This design comes from an exercise in tuning for small area, a short achievable clock period and few clock cycles on the open sky130 flow, not from production work.
In this exercise RTL edits were held to simulation tests only and were not proved equivalent to the original.
Power is estimated from default activity; no workload was simulated.

// ptranspose
module ptranspose (
	input  logic        clk,
	input  logic        rst,
	input  logic        in_valid,
	input  logic [31:0] in_data,
	output logic        in_ready,
	output logic        out_valid,
	output logic [31:0] out_data,
	input  logic        out_ready
);
	logic [3:0]  wcnt;      
	logic [3:0]  rcnt;      
	logic [15:0] rsel;      
	logic        rsel0_n;   
	logic [15:1] rsel_q;
	logic        in_block;  
	logic        rpar;      
	logic        ahead;     
	logic        wpar;      
	logic can_read, rd_en, wr_en, wr_last, rd_last, ahead_n;
	always_comb begin
		if (ahead) can_read = 1'b1;
		else case ({rcnt[3], rcnt[0]})
			2'b00: can_read = wcnt[3] || wcnt[2:0] == 3'd7;
			2'b10: can_read = wcnt[3];
			2'b01: can_read = wcnt == 4'd15;
			default: can_read = 1'b0;
		endcase
	end
	assign rd_en   = can_read && (!out_valid || out_ready);
	assign rsel     = {rsel_q, !rsel0_n};
	assign in_ready = !in_block;
	assign wr_en    = in_valid && in_ready;
	assign wr_last = wcnt == 4'd15;
	assign rd_last = rcnt == 4'd15;
	assign ahead_n = ahead ? !(rd_en && rd_last) : (wr_en && wr_last);
	logic [3:0] wcnt_i, rcnt_i, wcnt_n, rcnt_n;
	assign wcnt_i = wcnt + 1'b1;
	assign rcnt_i = rcnt + 1'b1;
	assign wcnt_n = wr_en ? wcnt_i : wcnt;
	assign rcnt_n = rd_en ? rcnt_i : rcnt;
	always_ff @(posedge clk or posedge rst) begin
		if (rst) begin
			wcnt      <= '0;
			rcnt      <= '0;
			rsel0_n   <= 1'b0;
			rsel_q    <= '0;
			rpar      <= 1'b0;
			ahead     <= 1'b0;
			wpar      <= 1'b0;
			in_block  <= 1'b0;
			out_valid <= 1'b0;
		end else begin
			wcnt <= wcnt_n;
			rcnt <= rcnt_n;
			if (rd_en) begin
				rsel0_n <= !rsel[15];
				rsel_q  <= rsel[14:0];
			end
			if (rd_en && rd_last) rpar <= !rpar;
			ahead <= ahead_n;
			if (wr_en && wr_last) wpar <= !wpar;
			in_block <= ahead_n && (wcnt_n == rcnt_n);
			if (!out_valid || out_ready) out_valid <= can_read;
		end
	end
	logic [7:0] wbus [4];
	for (genvar b = 0; b < 4; b++) begin : gen_wbus
		logic [1:0] lane;
  ...
For scale: ~1700 cells after synthesis, ~70 I/O pins.
==> module ptranspose, before the edit <==
module ptranspose (
	input  logic        clk,
	input  logic        rst,
	input  logic        in_valid,
	input  logic [31:0] in_data,
	output logic        in_ready,
	output logic        out_valid,
	output logic [31:0] out_data,
	input  logic        out_ready
);
	logic [3:0]  wcnt;      
	logic [3:0]  rcnt;      
	logic [15:0] rsel;      
	logic        rsel0_n;   
	logic [15:1] rsel_q;
	logic        in_block;  
	logic        rpar;      
	logic        ahead;     
	logic        wpar;      
	logic can_read, rd_en, wr_en, wr_last, rd_last, ahead_n;
	always_comb begin
		if (ahead) can_read = 1'b1;
		else case ({rcnt[3], rcnt[0]})
			2'b00: can_read = wcnt[3] || wcnt[2:0] == 3'd7;
			2'b10: can_read = wcnt[3];
			2'b01: can_read = wcnt == 4'd15;
			default: can_read = 1'b0;
		endcase
	end
	assign rd_en   = can_read && (!out_valid || out_ready);
	assign rsel     = {rsel_q, !rsel0_n};
	assign in_ready = !in_block;
	assign wr_en    = in_valid && in_ready;
	assign wr_last = wcnt == 4'd15;
	assign rd_last = rcnt == 4'd15;
	assign ahead_n = ahead ? !(rd_en && rd_last) : (wr_en && wr_last);
	logic [3:0] wcnt_i, rcnt_i, wcnt_n, rcnt_n;
	assign wcnt_i = wcnt + 1'b1;
	assign rcnt_i = rcnt + 1'b1;
	assign wcnt_n = wr_en ? wcnt_i : wcnt;
	assign rcnt_n = rd_en ? rcnt_i : rcnt;
	always_ff @(posedge clk or posedge rst) begin
		if (rst) begin
			wcnt      <= '0;
			rcnt      <= '0;
			rsel0_n   <= 1'b0;
			rsel_q    <= '0;
			rpar      <= 1'b0;
			ahead     <= 1'b0;
			wpar      <= 1'b0;
			in_block  <= 1'b0;
			out_valid <= 1'b0;
		end else begin
			wcnt <= wcnt_n;
			rcnt <= rcnt_n;
			if (rd_en) begin
				rsel0_n <= !rsel[15];
				rsel_q  <= rsel[14:0];
			end
			if (rd_en && rd_last) rpar <= !rpar;
			ahead <= ahead_n;
			if (wr_en && wr_last) wpar <= !wpar;
			in_block <= ahead_n && (wcnt_n == rcnt_n);
			if (!out_valid || out_ready) out_valid <= can_read;
		end
	end
	logic [7:0] wbus [4];
	for (genvar b = 0; b < 4; b++) begin : gen_wbus
		logic [1:0] lane;
		assign lane    = 2'(b) - wcnt[2:1];
		assign wbus[b] = in_data[8*lane +: 8];
	end
	logic [7:0] slot [8][8];
	logic [31:0] rd_data;
	for (genvar R = 0; R < 8; R++) begin : gen_r
		for (genvar C = 0; C < 8; C++) begin : gen_c
			logic we;
			assign we = in_ready && (wpar ? (wcnt == 4'(2 * C + R / 4)) : (wcnt == 4'(2 * R + C / 4)));
			always_ff @(posedge clk) begin
				if (we) slot[R][C] <= wbus[(R + C) % 4];
			end
		end
	end
	always_comb begin
		rd_data = '0;
		for (int k = 0; k < 4; k++) begin
			for (int c = 0; c < 8; c++) begin
				for (int h = 0; h < 2; h++) begin
					if (rsel[2*c + h] && !rpar) rd_data[8*k +: 8] = rd_data[8*k +: 8] | slot[4*h + k][c];
					if (rsel[2*c + h] &&  rpar) rd_data[8*k +: 8] = rd_data[8*k +: 8] | slot[c][4*h + k];
				end
			end
		end
	end
	always_ff @(posedge clk) begin
		if (!out_valid || out_ready) out_data <= rd_data;
	end
endmodule
export LEC_CHECK = 0
export CAP_MARGIN = 20
export CORE_MARGIN = 2
export CORE_UTILIZATION = 30
export CTS_CLUSTER_DIAMETER = 80
export CTS_CLUSTER_SIZE = 24
export SETUP_SLACK_MARGIN = 2.3
export SLEW_MARGIN = 20
export TNS_END_PERCENT = 30
create_clock -name core_clock -period 4.4 [get_ports {clk}]
run.sh (not shown) runs the stock make flow with config.mk's settings and CLKGATE_MAP_FILE= SYNTH_SCRIPT=/design/flow/synth_recipe.tcl, a recipe that flattens the netlist after the stock synthesis.
Testbench counts at the start, summed over its fixed seeds: cycles 6,264.
Rerun with:
--- a/flow/design.v
+++ b/flow/design.v
@@ -12,9 +12,5 @@
 	logic [3:0]  wcnt;      
 	logic [3:0]  rcnt;      
-	logic [15:0] rsel;      
-	logic        rsel0_n;   
-	logic [15:1] rsel_q;
-	logic        in_block;  
-	logic        rpar;      
+	logic [31:0] rsel;      
 	logic        ahead;     
 	logic        wpar;      
@@ -30,7 +26,5 @@
 	end
 	assign rd_en   = can_read && (!out_valid || out_ready);
-	assign rsel     = {rsel_q, !rsel0_n};
-	assign in_ready = !in_block;
-	assign wr_en    = in_valid && in_ready;
+	assign wr_en   = in_valid && in_ready;
 	assign wr_last = wcnt == 4'd15;
 	assign rd_last = rcnt == 4'd15;
@@ -45,22 +39,16 @@
 			wcnt      <= '0;
 			rcnt      <= '0;
-			rsel0_n   <= 1'b0;
-			rsel_q    <= '0;
-			rpar      <= 1'b0;
+			rsel      <= 32'd1;
 			ahead     <= 1'b0;
 			wpar      <= 1'b0;
-			in_block  <= 1'b0;
+			in_ready  <= 1'b1;
 			out_valid <= 1'b0;
 		end else begin
 			wcnt <= wcnt_n;
 			rcnt <= rcnt_n;
-			if (rd_en) begin
-				rsel0_n <= !rsel[15];
-				rsel_q  <= rsel[14:0];
-			end
-			if (rd_en && rd_last) rpar <= !rpar;
+			if (rd_en) rsel <= {rsel[30:0], rsel[31]};
 			ahead <= ahead_n;
 			if (wr_en && wr_last) wpar <= !wpar;
-			in_block <= ahead_n && (wcnt_n == rcnt_n);
+			in_ready <= !ahead_n || (wcnt_n != rcnt_n);
 			if (!out_valid || out_ready) out_valid <= can_read;
 		end
@@ -88,6 +76,6 @@
 			for (int c = 0; c < 8; c++) begin
 				for (int h = 0; h < 2; h++) begin
-					if (rsel[2*c + h] && !rpar) rd_data[8*k +: 8] = rd_data[8*k +: 8] | slot[4*h + k][c];
-					if (rsel[2*c + h] &&  rpar) rd_data[8*k +: 8] = rd_data[8*k +: 8] | slot[c][4*h + k];
+					if (rsel[2*c + h]) rd_data[8*k +: 8] = rd_data[8*k +: 8] | slot[4*h + k][c];
+					if (rsel[16 + 2*c + h]) rd_data[8*k +: 8] = rd_data[8*k +: 8] | slot[c][4*h + k];
 				end
 			end
Worst setup slack loses 61 ps.
Synthesized cell count is lower by 5.9%.
Wire length came out lower by 4.5%.
Sequential power is lower by 2.5%.
Register-to-register slack gets worse by 60 ps.
Core utilization decreases by 2.2 points.
Power came out lower by 32%.
Global-route usage falls by 0.89 points.
Clock-buffer cell count does not change.
Die area goes down by 0.84%.
First-iteration DRC count drops by 5.6%.
Maximum frequency fell by 2.6%.
Critical path depth rises by 1.
Area after synthesis drops by 0.85%.
Testbench counts after the change, summed over its fixed seeds: cycles 6,264.

==> static timing again, ports no longer ideal <==
How much do the figures lean on ideal ports? The routed layouts below were timed once more, with nothing changed but the port constraints. Step 1 sets driving cells, clkbuf_16 on the clock port and buf_2 on the other inputs (assumed; they add their load-dependent delay and slew). Step 2 adds t to the input delays and takes it off the output delays; t is the mean of the earliest and latest rising clock arrival at the registers after step 1. Input paths then give back, and output paths get back, about the clock's delay inside the block. Slacks: no drivers / after step 1 / after step 2; pairs: no drivers / after step 1.
| run | t (ns) | setup slack, ns | worst hold slack (ns) | latest minus earliest clock arrival (ns) | slew at the worst register clock pin (ns) |
|---|---|---|---|---|---|
| the first run | 0.645 | 2.076 / 2.076 / 1.740 | 0.572 / 0.572 / 0.572 | 0.022 / 0.022 | 0.10 / 0.10 |
| the second run | 0.692 | 2.014 / 2.014 / 1.615 | 0.550 / 0.550 / 0.550 | 0.033 / 0.034 | 0.11 / 0.11 |
After both steps setup and hold are still met in every run listed. The setup slack of the second run, which loses most, moves by 0.000 ns with the drivers and by -0.399 ns with both steps.
